Background: an optimization exercise with open tools, aiming at small area. Do not read the settings as production practice. In this exercise RTL edits were held to simulation tests only and were not proved equivalent to the original. No activity file was given, so power comes from the tool's default toggle rates.

## flow/design.v

```verilog
package datapath_pkg;
	typedef enum logic [5-1:0] {
		opAdd   = 5'd0,
		opSub   = 5'd1,
		opAnd   = 5'd2,
		opOr    = 5'd3,
		opShr   = 5'd4,
		opShra  = 5'd5,
		opShl   = 5'd6,
		opRor   = 5'd7,
		opRol   = 5'd8,
		opMul   = 5'd9,
		opDiv   = 5'd10,
		opNeg   = 5'd11,
		opNot   = 5'd12,
		opIncPc = 5'd13
	} aluOp_e;
endpackage
module busMux (
	output logic [32-1:0] bus,
	input  logic                 regSel,
	input  logic [7:0]           outStrobe,
	input  logic [32-1:0] regRdData,
	input  logic [32-1:0] hi,
	input  logic [32-1:0] lo,
	input  logic [32-1:0] zHi,
	input  logic [32-1:0] zLo,
	input  logic [32-1:0] pc,
	input  logic [32-1:0] mdr,
	input  logic [32-1:0] inport,
	input  logic [32-1:0] cSignExt
);
	logic [7:0] sel;
	logic       blocked;
	always_comb begin
		blocked = regSel;
		for (int k = 7; k >= 0; k--) begin
			sel[k]  = outStrobe[k] & ~blocked;
			blocked = blocked | outStrobe[k];
		end
	end
	assign bus = regRdData
		| ({32{sel[7]}} & hi)
		| ({32{sel[6]}} & lo)
		| ({32{sel[5]}} & zHi)
		| ({32{sel[4]}} & zLo)
		| ({32{sel[3]}} & pc)
		| ({32{sel[2]}} & mdr)
		| ({32{sel[1]}} & inport)
		| ({32{sel[0]}} & cSignExt);
endmodule
module registerFile (
	input  logic                 clock,
	input  logic                 rstN,
	input  logic [16-1:0] wrEn,
	input  logic [3:0]           rdField,
	input  logic                 rdEn,
	input  logic [32-1:0] bus,
	output logic [32-1:0] rdData
);
	logic [32-1:0] regs [16];
	genvar i;
	generate
		for (i = 0; i < 16; i++) begin : gReg
			logic ld, hd;
			assign ld = wrEn[i] & rstN;
			assign hd = ~wrEn[i] & rstN;
			always_ff @(posedge clock) begin
				regs[i] <= ({32{ld}} & bus) | ({32{hd}} & regs[i]);
			end
		end
	endgenerate
	assign rdData = rdEn ? regs[rdField] : '0;
endmodule
module selectEncode (
	input  logic [31:0]          ir,
	input  logic                 gra,
	input  logic                 grb,
	input  logic                 grc,
	input  logic                 rIn,
	input  logic                 rdValid,
	input  logic                 baOut,
	output logic [16-1:0] wrEn,
	output logic [3:0]           rdField,
	output logic                 rdEn,
	output logic [32-1:0] cSignExt
);
	logic [3:0] field;
	always_comb begin
		if (gra)      field = ir[26:23];
		else if (grb) field = ir[22:19];
		else if (grc) field = ir[18:15];
		else          field = 4'd0;
	end
	always_comb begin
		for (int k = 0; k < 16; k++)
			wrEn[k] = rIn && (field == k);
	end
	assign rdField = field;
	assign rdEn    = rdValid && !(baOut && field == 4'd0);
	assign cSignExt = {{13{ir[18]}}, ir[18:0]};
endmodule
module skAdd #(parameter int W = 32) (
	input  logic [W-1:0] a,
	input  logic [W-1:0] b,
	input  logic         ci,
	output logic [W-1:0] s
);
	localparam int LV = $clog2(W);
	logic [W-1:0] g [LV+1];
	logic [W-1:0] p [LV+1];
	logic [W-1:0] h;
	assign h = a ^ b;
	always_comb begin
		g[0] = a & b;
		p[0] = h;
		g[0][0] = (a[0] & b[0]) | (h[0] & ci);
	end
	genvar l, i;
	generate
		for (l = 0; l < LV; l++) begin : gLv
			for (i = 0; i < W; i++) begin : gBit
				if ((i >> l) & 1) begin : gOp
					assign g[l+1][i] = g[l][i] | (p[l][i] & g[l][((i >> l) << l) - 1]);
					assign p[l+1][i] = p[l][i] & p[l][((i >> l) << l) - 1];
				end else begin : gPass
					assign g[l+1][i] = g[l][i];
					assign p[l+1][i] = p[l][i];
				end
			end
		end
	endgenerate
	assign s = h ^ {g[LV][W-2:0], ci};
endmodule
module condNeg #(parameter int W = 32) (
	input  logic [W-1:0] x,
	input  logic         neg,
	output logic [W-1:0] y
);
	localparam int LV = $clog2(W);
	logic [W-1:0] o [LV+1];
	assign o[0] = x;
	genvar l, i;
	generate
		for (l = 0; l < LV; l++) begin : gLv
			for (i = 0; i < W; i++) begin : gBit
				if ((i >> l) & 1) begin : gOp
					assign o[l+1][i] = o[l][i] | o[l][((i >> l) << l) - 1];
				end else begin : gPass
					assign o[l+1][i] = o[l][i];
				end
			end
		end
	endgenerate
	assign y = x ^ ({o[LV][W-2:0], 1'b0} & {W{neg}});
endmodule
module rcAdd #(parameter int W = 32) (
	input  logic [W-1:0] a,
	input  logic [W-1:0] b,
	input  logic         ci,
	output logic [W-1:0] s
);
	logic [W:0] c;
	assign c[0] = ci;
	genvar i;
	generate
		for (i = 0; i < W; i++) begin : gBit
			assign s[i]   = a[i] ^ b[i] ^ c[i];
			assign c[i+1] = (a[i] & b[i]) | (a[i] & c[i]) | (b[i] & c[i]);
		end
	endgenerate
endmodule
module srtSelect (
	input  logic [6:0] s7,
	input  logic [6:0] c7,
	input  logic [3:0] hOne,    
	input  logic [4:0] t2,      
	output logic       one,
	output logic       two,
	output logic       neg
);
	logic [6:0] e;
	logic       sg, lowP, lowN, ge1, ge2, gt, eq;
	logic [5:0] f;
	assign e  = s7 + c7;
	assign sg = e[6];
	assign f  = e[5:0] ^ {6{sg}};
	assign lowP = hOne[0] | (hOne[1] & (f[1] | f[0])) | (hOne[2] & f[1]) | (hOne[3] & f[1] & f[0]);
	assign lowN = (hOne[0] & (f[1] | f[0])) | (hOne[1] & f[1]) | (hOne[2] & f[1] & f[0]);
	assign ge1  = f[5] | f[4] | f[3] | (f[2] & (sg ? lowN : lowP));
	always_comb begin
		gt = 1'b0;
		for (int i = 0; i < 5; i++)
			gt = (f[i] & ~t2[i]) | (~(f[i] ^ t2[i]) & gt);
	end
	assign eq  = (f[4:0] == t2);
	assign ge2 = f[5] | gt | (eq & ~sg);
	assign two = ge2;
	assign one = ge1 & ~ge2;
	assign neg = ge1 & ~sg;
endmodule
module mulDivArray (
	input  logic [31:0] a,
	input  logic [31:0] b,
	input  logic        mul,
	input  logic [63:0] xInit,     
	input  logic [31:0] dN,        
	output logic [31:0] qPos,
	output logic [31:0] qNeg,
	output logic [63:0] fsum
);
	localparam int NC = 66;
	localparam logic [63:0] KMUL = 64'h5555_5556_0000_0000;
	logic          div;
	logic [33:0]   xc;           
	logic [NC-1:0] sv [17];      
	logic [NC-1:0] cv [17];      
	logic [NC-1:0] c2;           
	assign div = ~mul;
	logic [3:0] hOne;
	logic [4:0] t2;
	always_comb begin
		hOne = 4'd0;
		hOne[dN[30:29]] = 1'b1;
		case (dN[30:28])
			3'd0:    t2 = 5'd12;
			3'd1:    t2 = 5'd14;
			3'd2:    t2 = 5'd15;
			3'd3:    t2 = 5'd17;
			3'd4:    t2 = 5'd18;
			3'd5:    t2 = 5'd20;
			3'd6:    t2 = 5'd21;
			default: t2 = 5'd23;
		endcase
	end
	assign xc  = mul ? {a[31], a[31], a} : {2'b00, dN};
	always_comb begin
		sv[16] = '0;
		cv[16] = '0;
		sv[16][63:0] = xInit;
		cv[16][63:0] = mul ? KMUL : 64'd0;
	end
	genvar r, c;
	generate
		for (r = 15; r >= 0; r--) begin : gRow
			logic qOne, qTwo, qNegD;       
			logic bOne, bTwo, bNeg;        
			logic one, two, neg;
			logic [34:0] op;
			srtSelect uSel (
				.s7   (sv[r+1][2*r+34:2*r+28]),
				.c7   (cv[r+1][2*r+34:2*r+28]),
				.hOne (hOne),
				.t2   (t2),
				.one  (qOne),
				.two  (qTwo),
				.neg  (qNegD)
			);
			assign qPos[2*r+1:2*r] = {qTwo & qNegD, qOne & qNegD};
			assign qNeg[2*r+1:2*r] = {qTwo & ~qNegD, qOne & ~qNegD};
			if (r == 0) begin : gB
				assign bOne = b[0];
				assign bTwo = b[1] & ~b[0];
				assign bNeg = b[1];
			end else begin : gB
				assign bOne = b[2*r] ^ b[2*r-1];
				assign bTwo = (b[2*r+1] & ~b[2*r] & ~b[2*r-1]) | (~b[2*r+1] & b[2*r] & b[2*r-1]);
				assign bNeg = b[2*r+1] & ~(b[2*r] & b[2*r-1]);
			end
			assign one = mul ? bOne : qOne;
			assign two = mul ? bTwo : qTwo;
			assign neg = mul ? bNeg : qNegD;
			for (c = 0; c < 35; c++) begin : gOp
				if (c == 0)
					assign op[c] = (one & xc[0]) ^ neg;
				else if (c < 33)
					assign op[c] = ((one & xc[c]) | (two & xc[c-1])) ^ neg;
				else if (c == 33)
					assign op[c] = ((one & xc[33]) | (two & xc[32])) ^ neg ^ mul;
				else
					assign op[c] = div & neg;
			end
			for (c = 0; c < NC; c++) begin : gCol
				if (c >= 2*r && c <= 2*r + 34) begin : gFa
					logic x, y, z;
					assign x = sv[r+1][c];
					assign y = (c == 2*r) ? neg : cv[r+1][c];
					assign z = op[c-2*r];
					assign sv[r][c] = x ^ y ^ z;
					if (c < 2*r + 34) begin : gC
						assign cv[r][c+1] = (x & y) | (x & z) | (y & z);
					end else begin : gC
						assign c2[c+1] = (x & y) | (x & z) | (y & z);
					end
				end else begin : gPass
					assign sv[r][c] = sv[r+1][c];
				end
				if (c == 2*r) begin : gC0
					assign cv[r][c] = 1'b0;
				end else if (c < 2*r || c >= 2*r + 35) begin : gCp
					assign cv[r][c] = cv[r+1][c];
				end
			end
		end
	endgenerate
	generate
		for (c = 0; c < NC; c++) begin : gC2z
			if (c < 35 || (c % 2) == 0) begin : gZ
				assign c2[c] = 1'b0;
			end
		end
	endgenerate
	logic [63:0] fs, fc;
	assign fc[35] = 1'b0;
	generate
		for (c = 0; c < 64; c++) begin : gFold
			if (c < 35) begin : gLo
				assign fs[c] = sv[0][c];
				assign fc[c] = cv[0][c];
			end else if ((c % 2) == 0) begin : gEven
				logic x, y;
				assign x = sv[0][c];
				assign y = cv[0][c];
				assign fs[c] = x ^ y;
				if (c < 63) begin : gCy
					assign fc[c+1] = x & y;
				end
			end else begin : gOdd
				logic x, y, z;
				assign x = sv[0][c];
				assign y = cv[0][c];
				assign z = c2[c];
				assign fs[c] = x ^ y ^ z;
				if (c < 63) begin : gCy
					assign fc[c+1] = (x & y) | (x & z) | (y & z);
				end
			end
		end
	endgenerate
	skAdd #(.W(64)) uFinal (.a(fs), .b(fc), .ci(1'b0), .s(fsum));
endmodule
module alu (
	input  logic [32-1:0]   a,
	input  logic [32-1:0]   b,
	input  logic [4:0]             op,
	input  logic                   incPc,
	output logic [2*32-1:0] result
);
	logic        isMul, isDiv, rightShift;
	logic [31:0] addX, addY, sum;
	logic        addC;
	assign isMul = (op == 5'd9);
	assign isDiv = (op == 5'd10);
	always_comb begin
		addX = a;
		addY = b;
		addC = 1'b0;
		if (incPc || op == 5'd13) begin
			addX = '0;
			addC = 1'b1;
		end else if (op == 5'd11) begin
			addX = '0;
			addY = ~b;
			addC = 1'b1;
		end else if (op == 5'd1) begin
			addY = ~b;
			addC = 1'b1;
		end
	end
	rcAdd #(.W(32)) uAdd (.a(addX), .b(addY), .ci(addC), .s(sum));
	logic        sA, sB, bZero;
	logic [31:0] absA, absB;
	logic [31:0] n0, n1, n2, n3, dN;
	logic [4:0]  k;
	assign sA    = a[31];
	assign sB    = b[31];
	assign bZero = (b == 32'd0);
	condNeg #(.W(32)) uAbsA (.x(a), .neg(sA), .y(absA));
	condNeg #(.W(32)) uAbsB (.x(b), .neg(sB), .y(absB));
	assign k[4] = ~|absB[31:16];
	assign n0   = k[4] ? {absB[15:0], 16'd0} : absB;
	assign k[3] = ~|n0[31:24];
	assign n1   = k[3] ? {n0[23:0], 8'd0} : n0;
	assign k[2] = ~|n1[31:28];
	assign n2   = k[2] ? {n1[27:0], 4'd0} : n1;
	assign k[1] = ~|n2[31:30];
	assign n3   = k[1] ? {n2[29:0], 2'd0} : n2;
	assign k[0] = ~n3[31];
	assign dN   = k[0] ? {n3[30:0], 1'b0} : n3;
	logic [4:0]  shamt, shAmt;
	logic [31:0] shIn, shHi, shLo, signFill, shiftRes;
	logic [63:0] shOut;
	assign shamt      = b[4:0];
	assign rightShift = (op == 5'd4) || (op == 5'd5) || (op == 5'd7);
	assign shIn       = isDiv ? absA : (isMul ? 32'd0 : a);
	assign shAmt      = isDiv ? k : (rightShift ? (5'd0 - shamt) : shamt);
	logic [63:0] sh4, sh3, sh2, sh1;
	assign sh4   = shAmt[4] ? {16'd0, shIn, 16'd0} : {32'd0, shIn};
	assign sh3   = shAmt[3] ? {sh4[55:0], 8'd0} : sh4;
	assign sh2   = shAmt[2] ? {sh3[59:0], 4'd0} : sh3;
	assign sh1   = shAmt[1] ? {sh2[61:0], 2'd0} : sh2;
	assign shOut = shAmt[0] ? {sh1[62:0], 1'b0} : sh1;
	assign shHi       = shOut[63:32];
	assign shLo       = shOut[31:0];
	always_comb begin
		for (int j = 0; j < 32; j++)
			signFill[j] = a[31] & ((31 - j) < shamt);    
	end
	always_comb begin
		case (op)
			5'd4:    shiftRes = shHi | (shamt == 5'd0 ? shLo : 32'd0);
			5'd5:    shiftRes = shHi | (shamt == 5'd0 ? shLo : 32'd0) | signFill;
			5'd6:    shiftRes = shLo;
			default: shiftRes = shHi | shLo;
		endcase
	end
	logic [31:0] qPos, qNeg;
	logic [63:0] fsum;
	mulDivArray uMulDiv (
		.a     (a),
		.b     (b),
		.mul   (isMul),
		.xInit (shOut),
		.dN    (dN),
		.qPos  (qPos),
		.qNeg  (qNeg),
		.fsum  (fsum)
	);
	logic        rNeg, negQ;
	logic [31:0] rc, remMag, quoMag, quoS, remS, quo, rem;
	assign rNeg = fsum[34];
	skAdd #(.W(32)) uRc  (.a(fsum[31:0]), .b(dN & {32{rNeg}}), .ci(1'b0), .s(rc));
	assign remMag = rc >> k;
	skAdd #(.W(32)) uQuo (.a(qPos), .b(~qNeg), .ci(~rNeg), .s(quoMag));
	assign negQ = (sA ^ sB) & ~bZero;
	condNeg #(.W(32)) uNegQ (.x(quoMag), .neg(negQ), .y(quoS));
	condNeg #(.W(32)) uNegR (.x(remMag), .neg(sA), .y(remS));
	assign quo = bZero ? 32'hFFFF_FFFF : quoS;
	assign rem = bZero ? a : remS;
	always_comb begin
		result = '0;
		if (incPc) begin
			result[31:0] = sum;
		end else begin
			case (op)
				5'd0, 5'd1, 5'd11, 5'd13: result[31:0] = sum;
				5'd2:                     result[31:0] = a & b;
				5'd3:                     result[31:0] = a | b;
				5'd4, 5'd5, 5'd6, 5'd7, 5'd8: result[31:0] = shiftRes;
				5'd9:                     result = fsum;
				5'd10:                    result = {rem, quo};
				5'd12:                    result[31:0] = ~b;
				default:                  result = '0;
			endcase
		end
	end
endmodule
module ldReg #(parameter int W = 32) (
	input  logic         clock,
	input  logic         rstN,
	input  logic         load,
	input  logic [W-1:0] d,
	output logic [W-1:0] q
);
	logic ld, hd;
	assign ld = load & rstN;
	assign hd = ~load & rstN;
	always_ff @(posedge clock) begin
		q <= ({W{ld}} & d) | ({W{hd}} & q);
	end
endmodule
module specialRegs (
	input  logic                   clock,
	input  logic                   rstN,
	input  logic [9:0]             load,
	input  logic                   memRead,
	input  logic [32-1:0]   bus,
	input  logic [32-1:0]   memData,
	input  logic [32-1:0]   inportData,
	input  logic [2*32-1:0] aluResult,
	output logic [32-1:0]   ir,
	output logic [32-1:0]   ry,
	output logic [32-1:0]   pc,
	output logic [32-1:0]   zHi,
	output logic [32-1:0]   zLo,
	output logic [32-1:0]   hi,
	output logic [32-1:0]   lo,
	output logic [32-1:0]   mdr,
	output logic [32-1:0]   inport,
	output logic [32-1:0]   marAddr,
	output logic [32-1:0]   outportData
);
	logic [32-1:0] mdrNext;
	assign mdrNext = memRead ? memData : bus;
	ldReg uPc      (.clock(clock), .rstN(rstN), .load(load[9]), .d(bus),        .q(pc));
	ldReg uIr      (.clock(clock), .rstN(rstN), .load(load[8]), .d(bus),        .q(ir));
	ldReg uRy      (.clock(clock), .rstN(rstN), .load(load[7]), .d(bus),        .q(ry));
	ldReg uZHi     (.clock(clock), .rstN(rstN), .load(load[6]), .d(aluResult[2*32-1:32]), .q(zHi));
	ldReg uZLo     (.clock(clock), .rstN(rstN), .load(load[6]), .d(aluResult[32-1:0]), .q(zLo));
	ldReg uHi      (.clock(clock), .rstN(rstN), .load(load[5]), .d(bus),        .q(hi));
	ldReg uLo      (.clock(clock), .rstN(rstN), .load(load[4]), .d(bus),        .q(lo));
	ldReg uMar     (.clock(clock), .rstN(rstN), .load(load[3]), .d(bus),        .q(marAddr));
	ldReg uMdr     (.clock(clock), .rstN(rstN), .load(load[2]), .d(mdrNext),    .q(mdr));
	ldReg uInport  (.clock(clock), .rstN(rstN), .load(load[1]), .d(inportData), .q(inport));
	ldReg uOutport (.clock(clock), .rstN(rstN), .load(load[0]), .d(bus),        .q(outportData));
endmodule
module dataPath (
	input  logic                        clock,
	input  logic                        rstN,
	input  logic [30:0]                 ctrl,
	input  logic [32-1:0]        memData,
	input  logic [32-1:0]        inportData,
	output logic [32-1:0]        marAddr,
	output logic [32-1:0]        outportData,
	output logic [32-1:0]        busValue
);
	logic [16-1:0]   regWrEn;
	logic [3:0]             regRdField;
	logic                   regRdEn;
	logic [32-1:0]   regRdData;
	logic [32-1:0]   cSignExt;
	logic [32-1:0]   ir, ry, pc, zHi, zLo, hi, lo, mdr, inport;
	logic [2*32-1:0] aluResult;
	logic                   regSel;
	assign regSel = ctrl[26] | ctrl[25];
	busMux uBusMux (
		.bus       (busValue),
		.regSel    (regSel),
		.outStrobe (ctrl[13:6]),
		.regRdData (regRdData),
		.hi        (hi),
		.lo        (lo),
		.zHi       (zHi),
		.zLo       (zLo),
		.pc        (pc),
		.mdr       (mdr),
		.inport    (inport),
		.cSignExt  (cSignExt)
	);
	selectEncode uSelectEncode (
		.ir       (ir),
		.gra      (ctrl[30]),
		.grb      (ctrl[29]),
		.grc      (ctrl[28]),
		.rIn      (ctrl[27]),
		.rdValid  (regSel),
		.baOut    (ctrl[25]),
		.wrEn     (regWrEn),
		.rdField  (regRdField),
		.rdEn     (regRdEn),
		.cSignExt (cSignExt)
	);
	registerFile uRegisterFile (
		.clock  (clock),
		.rstN   (rstN),
		.wrEn   (regWrEn),
		.rdField (regRdField),
		.rdEn    (regRdEn),
		.bus    (busValue),
		.rdData (regRdData)
	);
	alu uAlu (
		.a      (ry),
		.b      (busValue),
		.op     (ctrl[4:0]),
		.incPc  (ctrl[14]),
		.result (aluResult)
	);
	specialRegs uSpecialRegs (
		.clock       (clock),
		.rstN        (rstN),
		.load        ({ctrl[24:17], ctrl[16], ctrl[15]}),
		.memRead     (ctrl[5]),
		.bus         (busValue),
		.memData     (memData),
		.inportData  (inportData),
		.aluResult   (aluResult),
		.ir          (ir),
		.ry          (ry),
		.pc          (pc),
		.zHi         (zHi),
		.zLo         (zLo),
		.hi          (hi),
		.lo          (lo),
		.mdr         (mdr),
		.inport      (inport),
		.marAddr     (marAddr),
		.outportData (outportData)
	);
endmodule
```

## flow/run.sh

```bash
#!/bin/bash
# synth_recipe.tcl (not shown) runs the flow's synth.tcl, then flattens the netlist and writes it again
# the make line also repeats each setting of config.mk as NAME=value (left out here)
make -C /OpenROAD-flow-scripts/flow DESIGN_CONFIG=/design/flow/config.mk WORK_HOME=/design/flow/orfs CLKGATE_MAP_FILE= SYNTH_SCRIPT=/design/flow/synth_recipe.tcl finish
```

## flow/config.mk

```make
export PLATFORM = sky130hd
export DESIGN_NAME = dataPath
export DESIGN_NICKNAME = dataPath
export VERILOG_FILES = /design/flow/design.v
export SDC_FILE = /design/flow/constraint.sdc
export NUM_CORES = 4
export LEC_CHECK = 0
export ABC_AREA = 1
export CAP_MARGIN = 20
export CORE_MARGIN = 2
export CORE_UTILIZATION = 35
export PLACE_DENSITY = 0.45
export SLEW_MARGIN = 20
```

## flow/constraint.sdc

```tcl
create_clock -name core_clock -period 120.0 [get_ports {clock}]
set_input_delay 24.0000 -clock core_clock [delete_from_list [all_inputs] [get_ports {clock}]]
set_output_delay 24.0000 -clock core_clock [all_outputs]
set_load 0.01 [all_outputs]
```

==> summary.txt, run 1 <==
Setup path
  • Critical path's most frequent cell: nand2_1
  • CP peak stage delay: 640 ps
  • Worst setup endpoint: uSpecialRegs.uZHi.q[5]$_DFF_P_
  • Crit start category: input pin
  • Crit path max-delay family: simple AND/OR/NAND/NOR gates
  • Flop2flop setup slack: 30,860 ps
  • WS Path Type: in -> reg
  • Arr. time, crit path: 113,180 ps
  • Worst R2R End: uSpecialRegs.uZHi.q[5]$_DFF_P_
  • Worst setup startpoint: ctrl[28]
  • Worst setup EP type: register
  • Critical path depth: 511
  • CP Max Fanout: 45
  • Worst reg2reg path startpoint: uSpecialRegs.uIr.q[18]$_DFF_P_
  • R2r worst-path depth: 510
  • Buf+Inv Stages, Crit Path: 77
  • Slowest CP cell: clkdlybuf4s50_1
  • Req. time, crit path: 120,600 ps

STA
  • Final cycle utilization of the critical path: 93.8%
  • Max Freq: 8.88 MHz
  • Max-slew violations: 0
  • Slew @ Worst Pin: 1260 ps
  • Worst slew margin: 15.0%
  • Hold Slack: 455 ps
  • Setup Viol. Count Final: 0
  • RSZ-0062 raised after global routing: false
  • Fin Setup TNS: 0 ps
  • Worst-case clock skew: 52.7 ps
  • Final Hold Vio Count: 0
  • Minimum clock period: 112,580 ps

CTS
  • Hold_buf cts: 0
  • Root Driver: clkbuf_16
  • Worst-Skew Late Latency: 750 ps
  • CTS tree: done
  • Clk slew on worst S/H paths: 60 ps
  • CTS sink count: 859
  • H-Tree Depth: 3
  • Clk buf depth: 3
  • Num CTS Buffers: 96

Global route
  • Vias in the first global route: 83,800
  • Initial antenna violation count: 38
  • First-pass GRT wire length: 645,000 µm
  • Tot GR Track Use: 37.0%
  • Pin count of the biggest net entering global routing: 95
  • Congestion Overflow GR: 0

Placed design
  • Placer Congestion: 1.05
  • Placed cells: 14,800
  • I/O Buffers: 192
  • Post-DP HPWL: 347,000 µm

Power and ir drop
  • Clock share of power: 0%
  • Net Sw Frac: 63.3%
  • Int Pwr: 243 mW
  • Peak supply drop: 4.76 mV
  • Power Dens Cells: 7130 mW/mm²
  • Power Combinational: 662 mW
  • Gate power share: 99.9%
  • Leakage: 39.7 nW
  • Clock Power: 0.311 mW
  • P_sw: 419 mW
  • Flop pwr share: 0%
  • Seq power: 0.312 mW
  • Highest-power group: combinational cells

Logic synthesis
  • Netlist cell types: 70
  • Post-synthesis sequential area ratio: 20.6%
  • Post-synth top area cell: dfxtp_1
  • Synthesized net count: 13,000
  • Top cell type's share of synthesized area: 20.6%
  • Ys async rst share: 0%
  • Largest cells by area after synthesis: dfxtp_1, fa_1, nand2_1, o22ai_1, xor2_1
  • FF+latch count, synth: 859
  • Post-synth EDFFs: 0
  • Post-synthesis cell count: 11,900
  • Synth Cell Area: 0.0837 mm²
  • Yosys warning total: 5,332
  • Post-synth top flop: dfxtp_1
  • Mean Syn Cell Area: 7.00 µm²
  • Commonest cells in the netlist: nand2_1, inv_1, nand3_1, o21ai_0, o22ai_1
  • Top-count cell post-synth: nand2_1

Layout
  • Final net count: 12,800
  • Layout cell share with drive strength beyond 1: 6.82%
  • Non-filler cells, final: 15,000
  • Layout area overhead: 11.0%

Min path
  • Hold_sp: uSpecialRegs.uZLo.q[15]$_DFF_P_
  • Worst hold path type: reg -> reg
  • Hold EP: uSpecialRegs.uZLo.q[15]$_DFF_P_
  • Worst Hold Path Cells: 2

Drt
  • Final antenna-violating net count: 0
  • Via Count: 87,200
  • Post-route DRC: 0
  • WL/cell: 31.0 µm
  • Drt total wl: 465,000 µm
  • DR iter-0 viols: 9,990
  • 1st-pass router iterations: 7
  • DR vias/cell: 5.82

Die
  • Row cnt: 179
  • Core area: 0.238 mm²
  • Die area: 0.243 mm²
  • Total I/O pin count: 193
  • Chip Width: 493 µm
  • Die H: 493 µm
  • Initial Util: 35.2%

Status
  • Outcome: finished clean

Run
  • Max capacitance violation total: 0
-- sequential cells by signal, indices dropped and copies added, names as in the netlist --
| name | count |
|---|---|
| uSpecialRegs.uRy.q | 32 |
| uSpecialRegs.uZHi.q | 32 |
| uSpecialRegs.uLo.q | 32 |
| uSpecialRegs.uIr.q | 27 |
| uRegisterFile.regs | 512 |
| uSpecialRegs.uMar.q | 32 |
| uSpecialRegs.uMdr.q | 32 |
| uSpecialRegs.uHi.q | 32 |
| uSpecialRegs.uPc.q | 32 |
| uSpecialRegs.uInport.q | 32 |
| uSpecialRegs.uOutport.q | 32 |
| uSpecialRegs.uZLo.q | 32 |
-- how the worst max path moves through the flow --
stage | slack [ps] | startpoint | end | depth (start not counted)
after global placement | 4150 | ctrl[30] | uSpecialRegs.uZHi.q[29]$_DFF_P_ | 511
after floorplan | 15340 | ctrl[28] | uSpecialRegs.uZHi.q[17]$_DFF_P_ | 516
-- cells in the final DEF, fill, tap and decap left out, drive strengths merged, types with 15 or more instances in the layout --
cell type,instances
a31oi,32
nand3b,20
dfxtp,859
xnor2,102
o21ai,1175
and2,30
fa,566
o22ai,977
mux2i,37
clkdlybuf4s50,188
xor2,689
nand2,1976
a21oi,340
a21o,15
nor3,95
nand3,1118
nor2,804
buf,341
o21bai,26
o2111ai,15
inv,1561
o21a,20
or2,43
o211ai,54
ha,368
a221oi,20
clkbuf,151
clkinv,36
nand4,46
-- per-layer routing --
metal	up-vias	part of all wire (%)	GRT usage, %
met2	4294	45	58.6
met3	1035	8.5	8.20
met1	42800	39	45.1
met4	10	7.9	24.5
li1	39100	-	-
met5	-	0.012	0
-- cell families after synthesis --
logic type / count (synthesis) / synth area share [%]
and+or+nand+nor: 4147 / 21.4
AOI/OAI and AO/OA: 2754 / 18.9
buffers and inverters: 2422 / 11.3
adders and majority gates: 934 / 19.0
DFF: 859 / 20.6
xor gates and xnor gates: 791 / 8.28
muxes: 37 / 0.443
-- repair_timing --
item | in CTS | in global routing
setup buffers | 0 | 12
resized for setup | 0 | 61
setup endpoints to repair | 0 | 33
-- power by group through the flow --
stage	registers (mW)	clock network [mW]	logic [mW]
3_3_place_gp	0.318	0	661
2_1_floorplan	0.320	0	654
-- stage by stage --
stage | total power [mW] | instance area [µm²] | utilization [%] | setup slack [ps]
after floorplan | 654 | 83700 | - | 15340
after global placement | 662 | 89100 | 37.5 | 4150
after detailed placement | 658 | 89200 | 37.5 | 3780
after CTS | 658 | 92400 | 38.9 | 4300
after global routing | 683 | 92800 | 39.0 | 38.2
final | 662 | 92900 | 39.0 | 7420
-- area by class of cell --
| class | instances | area [µm²] |
|---|---|---|
| Sequential cell | 859 | 17200 |
| Antenna cell | 12 | 30.0 |
| Multi-Input combinational cell | 8663 | 57800 |
| Inverter | 1576 | 5940 |
| Timing Repair inverter | 1 | 5.00 |
| Timing Repair Buffer | 532 | 4610 |
| Fill cell | 25400 | 145000 |
| Clock inverter | 29 | 375 |
| Tap cell | 3167 | 3960 |
| Clock buffer | 150 | 2890 |
==> run 2, diff against run 1 <==
--- a/flow/config.mk
+++ b/flow/config.mk
@@ -9,5 +9,7 @@
 export CAP_MARGIN = 20
 export CORE_MARGIN = 2
 export CORE_UTILIZATION = 35
+export CTS_CLUSTER_DIAMETER = 90
+export CTS_CLUSTER_SIZE = 25
 export PLACE_DENSITY = 0.45
 export SLEW_MARGIN = 20
==> summary.txt, run 2 <==
Status
  • Outcome: finished clean

Logic synthesis
  • FF+latch count, synth: 859
  • Post-synth top area cell: dfxtp_1
  • Post-synth EDFFs: 0
  • Ys async rst share: 0%
  • Post-synthesis sequential area ratio: 20.6%
  • Post-synth top flop: dfxtp_1
  • Netlist cell types: 70
  • Mux cell area share after synthesis: 0.443%
  • Largest cells by area after synthesis: dfxtp_1, fa_1, nand2_1, o22ai_1, xor2_1
  • Yosys warning total: 5,332
  • Simple-gate share of the synthesized area: 21.4%
  • Main combinational cell family by area after synthesis: simple AND/OR/NAND/NOR gates
  • Mean Syn Cell Area: 7.00 µm²
  • Post-synthesis cell count: 11,900
  • Post-synthesis adder-cell area fraction: 19.0%
  • Synth Area in Compound Gates: 18.9%
  • Top-count cell post-synth: nand2_1
  • Synth Cell Area: 0.0837 mm²
  • Xor and xnor area share after synthesis: 8.28%
  • Synthesized net count: 13,000
  • Commonest cells in the netlist: nand2_1, inv_1, nand3_1, o21ai_0, o22ai_1
  • Top cell type's share of synthesized area: 20.6%

CTS
  • Root Driver: clkbuf_16
  • H-Tree Depth: 2
  • Clk slew on worst S/H paths: 110 ps
  • Clk buf depth: 3
  • CTS sink count: 859
  • Num CTS Buffers: 47
  • CTS tree: done
  • Worst-Skew Late Latency: 720 ps
  • Hold_buf cts: 0

Placed design
  • Placer Congestion: 1.05
  • Placement Setup Slack: 3780 ps
  • I/O Buffers: 192
  • Placed cells: 14,800
  • Placed inst area: 0.0892 mm²
  • Post-DP HPWL: 347,000 µm

Setup path
  • Req. time, crit path: 120,650 ps
  • Flop2flop setup slack: 30,680 ps
  • CP Max Fanout: 45
  • Crit start category: input pin
  • WS Path Type: in -> reg
  • Worst reg2reg path startpoint: uSpecialRegs.uIr.q[18]$_DFF_P_
  • Worst setup EP type: register
  • R2r worst-path depth: 509
  • Critical path's most frequent cell: nand2_1
  • Worst setup startpoint: ctrl[28]
  • Worst R2R End: uSpecialRegs.uZHi.q[4]$_DFF_P_
  • Arr. time, crit path: 113,440 ps
  • CP peak stage delay: 630 ps
  • Critical path depth: 510
  • Crit path max-delay family: simple AND/OR/NAND/NOR gates
  • Slowest CP cell: clkdlybuf4s50_1
  • Buf+Inv Stages, Crit Path: 77
  • Worst setup endpoint: uSpecialRegs.uZHi.q[4]$_DFF_P_

Drt
  • Post-route DRC: 0
  • Final antenna-violating net count: 0
  • DR vias/cell: 5.82
  • Via Count: 86,600
  • 1st-pass router iterations: 8
  • WL/cell: 31.2 µm
  • Drt total wl: 464,000 µm
  • DR iter-0 viols: 9,805

Power and ir drop
  • Leakage: 38.8 nW
  • Int Pwr: 243 mW
  • Power, Total: 663 mW
  • Clock share of power: 0%
  • Net Sw Frac: 63.3%
  • P_sw: 420 mW
  • Clock Power: 0.192 mW
  • Power Combinational: 662 mW
  • Flop pwr share: 0%
  • Peak supply drop: 4.78 mV
  • Gate power share: 99.9%
  • Highest-power group: combinational cells
  • Power Dens Cells: 7280 mW/mm²
  • Seq power: 0.312 mW

Layout
  • Non-filler cells, final: 14,900
  • Largest Register: uRegisterFile.regs
  • Max reg flops: 512
  • Commonest non-fill, non-tap cell in the layout: nand2_1
  • Final instance area: 0.0910 mm²
  • Util after Layout: 38.3%
  • Most frequent cells in the layout: nand2_1, inv_1, nand3_1, o21ai_0, o22ai_1
  • Layout area overhead: 8.81%
  • Layout cell share with drive strength beyond 1: 6.15%
  • Final net count: 12,700

STA
  • Hold Slack: 465 ps
  • Max Freq: 8.87 MHz
  • Final cycle utilization of the critical path: 94.0%
  • Worst-case clock skew: 55.8 ps
  • Setup Viol. Count Final: 0
  • Minimum clock period: 112,790 ps
  • Max-slew violations: 0
  • Fin Setup TNS: 0 ps
  • Final Hold Vio Count: 0
  • Post-route worst setup slack: 7210 ps
  • Slew @ Worst Pin: 1370 ps
  • Worst slew margin: 7.99%

Die
  • Core area: 0.238 mm²
  • Total I/O pin count: 193
  • Initial Util: 35.2%
  • Row cnt: 179
  • Chip Width: 493 µm
  • Die H: 493 µm
  • Die area: 0.243 mm²

Global route
  • Tot GR Track Use: 36.8%
  • First-pass GRT wire length: 643,000 µm
  • Congestion Overflow GR: 0
  • Initial antenna violation count: 43
  • Vias in the first global route: 83,200
  • Pin count of the biggest net entering global routing: 95

Min path
  • Worst Hold Path Cells: 2
  • Worst hold path type: reg -> reg
  • Hold_sp: uSpecialRegs.uZLo.q[15]$_DFF_P_
  • Hold EP: uSpecialRegs.uZLo.q[15]$_DFF_P_

Run
  • Max capacitance violation total: 0
-- run 2: cell counts after synthesis --
Identical to the previous run, type by type.
-- run 2: layout make-up --
class | instances | area, µm²
sequential | 859 | 17200
inverter | 1576 | 5940
timing repair inverter | 1 | 5.00
multi-input combinational | 8663 | 57800
antenna | 10 | 25.0
timing repair buffer | 532 | 4600
clock buffer | 49 | 1190
tap | 3167 | 3960
clock inverter | 18 | 263
fill | 25500 | 147000
-- run 2: power by group through the flow --
stage	logic [mW]	clock network (mW)	registers, mW
after floorplan	654	0	0.320
after global placement	661	0	0.318
-- run 2: cell families (layout without fill, tap and decap cells) --
kind of cell,count (synthesis),after routing
buffers and inverters,2422,2176
AO/OA/AOI/OAI,2754,2754
adder cells (fa/ha/maj),934,934
XOR/XNOR,791,791
multiplexers,37,37
AND/OR/NAND/NOR,4147,4147
other,0,10
flip-flops,859,859
-- run 2: per-layer routing --
metal	vias to the layer above	GRT usage [%]	routed length (µm)
met5	-	0	80
met2	4249	58.7	206000
li1	39000	-	-
met4	12	23.9	37000
met1	42400	45.3	181000
met3	1017	7.40	39500
-- run 2: timing repair --
action / in CTS / in global routing
buffers inserted: 0 / 12
resized for setup: 0 / 58
setup endpoints to repair: 0 / 33
-- run 2: how the worst max path moves through the flow --
stage	cells past startpoint	slack (ps)	startpoint	end
after global placement	511	4150	ctrl[30]	uSpecialRegs.uZHi.q[29]$_DFF_P_
after floorplan	516	15340	ctrl[28]	uSpecialRegs.uZHi.q[17]$_DFF_P_
==> run 3, diff against run 2 <==
==> flow/config.mk (replaced) <==
export PLATFORM = sky130hd
export DESIGN_NAME = dataPath
export DESIGN_NICKNAME = dataPath
export VERILOG_FILES = /design/flow/design.v
export SDC_FILE = /design/flow/constraint.sdc
export NUM_CORES = 4
export LEC_CHECK = 0
export ABC_AREA = 1
export CAP_MARGIN = 15
export CORE_MARGIN = 2
export CORE_UTILIZATION = 35
export CTS_CLUSTER_DIAMETER = 80
export CTS_CLUSTER_SIZE = 20
export PLACE_DENSITY = 0.45
export SLEW_MARGIN = 15
==> summary.txt, run 3 <==
CTS
  • Clk slew on worst S/H paths: 90 ps
  • Root Driver: clkbuf_16
  • Num CTS Buffers: 59
  • CTS tree: done
  • Worst-Skew Late Latency: 740 ps
  • Clk buf depth: 3
  • H-Tree Depth: 2
  • Hold_buf cts: 0
  • CTS sink count: 859

Placed design
  • I/O Buffers: 192
  • Post-DP HPWL: 347,000 µm
  • Placed cells: 14,800
  • Placer Congestion: 1.05
  • Placement Setup Slack: 3980 ps

Setup path
  • Flop2flop setup slack: 30,990 ps
  • Arr. time, crit path: 113,110 ps
  • Critical path depth: 510
  • Crit path max-delay family: simple AND/OR/NAND/NOR gates
  • Worst setup startpoint: ctrl[28]
  • Worst setup endpoint: uSpecialRegs.uZHi.q[5]$_DFF_P_
  • WS Path Type: in -> reg
  • Crit start category: input pin
  • Critical path's most frequent cell: nand2_1
  • CP peak stage delay: 820 ps
  • Req. time, crit path: 120,640 ps
  • Worst R2R End: uSpecialRegs.uZHi.q[5]$_DFF_P_
  • Worst reg2reg path startpoint: uSpecialRegs.uIr.q[18]$_DFF_P_
  • Buf+Inv Stages, Crit Path: 76
  • R2r worst-path depth: 509
  • Worst setup EP type: register
  • Slowest CP cell: a21oi_4
  • CP Max Fanout: 45

Logic synthesis
  • Top-count cell post-synth: nand2_1
  • Largest cells by area after synthesis: dfxtp_1, fa_1, nand2_1, o22ai_1, xor2_1
  • Post-synth top area cell: dfxtp_1
  • Post-synth EDFFs: 0
  • Netlist cell types: 70
  • Synth Cell Area: 0.0837 mm²
  • FF+latch count, synth: 859
  • Top cell type's share of synthesized area: 20.6%
  • Post-synthesis sequential area ratio: 20.6%
  • Commonest cells in the netlist: nand2_1, inv_1, nand3_1, o21ai_0, o22ai_1
  • Post-synthesis cell count: 11,900
  • Post-synth top flop: dfxtp_1
  • Synthesized net count: 13,000
  • Yosys warning total: 5,332
  • Mean Syn Cell Area: 7.00 µm²
  • Ys async rst share: 0%

Drt
  • Drt total wl: 464,000 µm
  • Final antenna-violating net count: 0
  • DR iter-0 viols: 10,100
  • WL/cell: 31.1 µm
  • DR vias/cell: 5.83
  • Post-route DRC: 0
  • 1st-pass router iterations: 6
  • Via Count: 86,900

Global route
  • First-pass GRT wire length: 641,000 µm
  • Met3 Resource Use GR: 6.77%
  • Initial antenna violation count: 56
  • Tot GR Track Use: 36.7%
  • Vias in the first global route: 82,600
  • Congestion Overflow GR: 0
  • Pin count of the biggest net entering global routing: 95
  • Layer with the highest usage: met2
  • Met2 usage: 58.7%
  • Met1 Track Usage GR: 45.5%

Layout
  • Largest Register: uRegisterFile.regs
  • Most frequent cells in the layout: nand2_1, inv_1, nand3_1, o21ai_0, o22ai_1
  • Util after Layout: 38.4%
  • Commonest non-fill, non-tap cell in the layout: nand2_1
  • Fill count: 25,600
  • Max reg flops: 512
  • Layout area overhead: 9.26%
  • Non-filler cells, final: 14,900
  • Final net count: 12,700
  • Layout cell share with drive strength beyond 1: 6.31%

Power and ir drop
  • Power Dens Cells: 7270 mW/mm²
  • Flop pwr share: 0%
  • Clock Power: 0.218 mW
  • Net Sw Frac: 63.3%
  • Int Pwr: 244 mW
  • Leakage: 39.0 nW
  • Clock share of power: 0%
  • Highest-power group: combinational cells
  • Seq power: 0.312 mW
  • Power, Total: 665 mW
  • Power Combinational: 664 mW
  • P_sw: 421 mW
  • Peak supply drop: 4.93 mV
  • Gate power share: 99.9%

STA
  • Max-slew violations: 0
  • Setup Viol. Count Final: 0
  • Worst-case clock skew: 59.4 ps
  • Worst slew margin: 8.98%
  • Max Freq: 8.89 MHz
  • Final Hold Vio Count: 0
  • Post-route worst setup slack: 7530 ps
  • Hold Slack: 464 ps
  • Final cycle utilization of the critical path: 93.7%
  • Slew @ Worst Pin: 1360 ps
  • Minimum clock period: 112,470 ps

Run
  • Max capacitance violation total: 0

Status
  • Outcome: finished clean

Die
  • Initial Util: 35.2%
  • Core area: 0.238 mm²
  • Total I/O pin count: 193
  • Chip Width: 493 µm
  • Die area: 0.243 mm²
  • Row cnt: 179
  • Die H: 493 µm

Min path
  • Hold EP: uSpecialRegs.uZLo.q[21]$_DFF_P_
  • Worst hold path type: reg -> reg
  • Hold_sp: uSpecialRegs.uZLo.q[21]$_DFF_P_
  • Worst Hold Path Cells: 2
run 3: cell counts after synthesis:
Identical to the previous run, type by type.
run 3: layout make-up:
cell class / instances / area, µm² / area share (%)
Tap cell: 3167 / 3960 / 4.34
Inverter: 1576 / 5940 / 6.50
Multi-Input combinational cell: 8664 / 57800 / 63.2
Clock inverter: 28 / 353 / 0.386
Sequential cell: 859 / 17200 / 18.8
Clock buffer: 63 / 1510 / 1.65
Timing Repair inverter: 1 / 5.00 / 0.00548
Timing Repair Buffer: 535 / 4600 / 5.04
Antenna cell: 11 / 27.5 / 0.0301
run 3: worst max path at each step:
stage                   startpoint                              end  cells after the start
after floorplan           ctrl[28]  uSpecialRegs.uZHi.q[17]$_DFF_P_                    516
after global placement    ctrl[30]  uSpecialRegs.uZHi.q[29]$_DFF_P_                    511
run 3: routing by layer:
metal  vias up  routed length (µm)
met1     42500              181000
met2      4393              207000
met3       985               38600
met4        14               36500
li1      39000                   -
met5         -                  85
run 3: timing repair:
item | 4_1_cts | 5_1_grt
setup buffers | 0 | 14
resized for setup | 0 | 50
setup endpoints to repair | 0 | 32
run 3: cells by family (layout without fill, tap and decap cells):
| family | after synthesis | after routing | share of synthesized area (%) |
|---|---|---|---|
| buffers and inverters | 2422 | 2203 | 11.3 |
| multiplexers | 37 | 37 | 0.443 |
| XOR/XNOR | 791 | 791 | 8.28 |
| flip-flops | 859 | 859 | 20.6 |
| adder cells (fa/ha/maj) | 934 | 934 | 19.0 |
| AND/OR/NAND/NOR | 4147 | 4148 | 21.4 |
| AO/OA/AOI/OAI | 2754 | 2754 | 18.9 |
| other | 0 | 11 | 0 |
run 3: through the flow:
stage	TNS [ps]	instance area [µm²]
global route	-20.9	91400
global placement	0	89100
detailed placement	0	89200
CTS	0	91000
floorplan	0	83700
finish	0	91400
run 3: power groups by stage:
stage / clock network (mW) / logic, mW / registers, mW
floorplan: 0 / 654 / 0.320
global placement: 0 / 661 / 0.318

what the ideal ports hide:
The results above use ideal ports. As a check the final layouts listed here were re-extracted and re-timed, cells and wires unchanged.
Step 1 sets driving cells, clkbuf_16 on the clock port and buf_2 on the other inputs (assumed; they add their load-dependent delay and slew).
Step 2 also shifts input and output timing later by t, the mid clock arrival at the registers, as if the neighbouring blocks saw the same clock.
a / b / c = no drivers / after step 1 / after step 2; a / b = the first two.
run	t (ns)	setup WS [ns]	latest minus earliest clock arrival (ns)	worst register clock-pin slew, ns
run 1	0.816	7.419 / 7.474 / 6.659	0.052 / 0.053	0.07 / 0.07
run 2	0.779	7.211 / 7.269 / 6.490	0.056 / 0.056	0.11 / 0.11
run 3	0.802	7.531 / 7.593 / 6.791	0.060 / 0.060	0.10 / 0.10
After both steps every run listed still meets setup and hold. For run 1, which loses most, drivers alone change the setup slack by +0.055 ns; drivers and shift together by -0.760 ns.
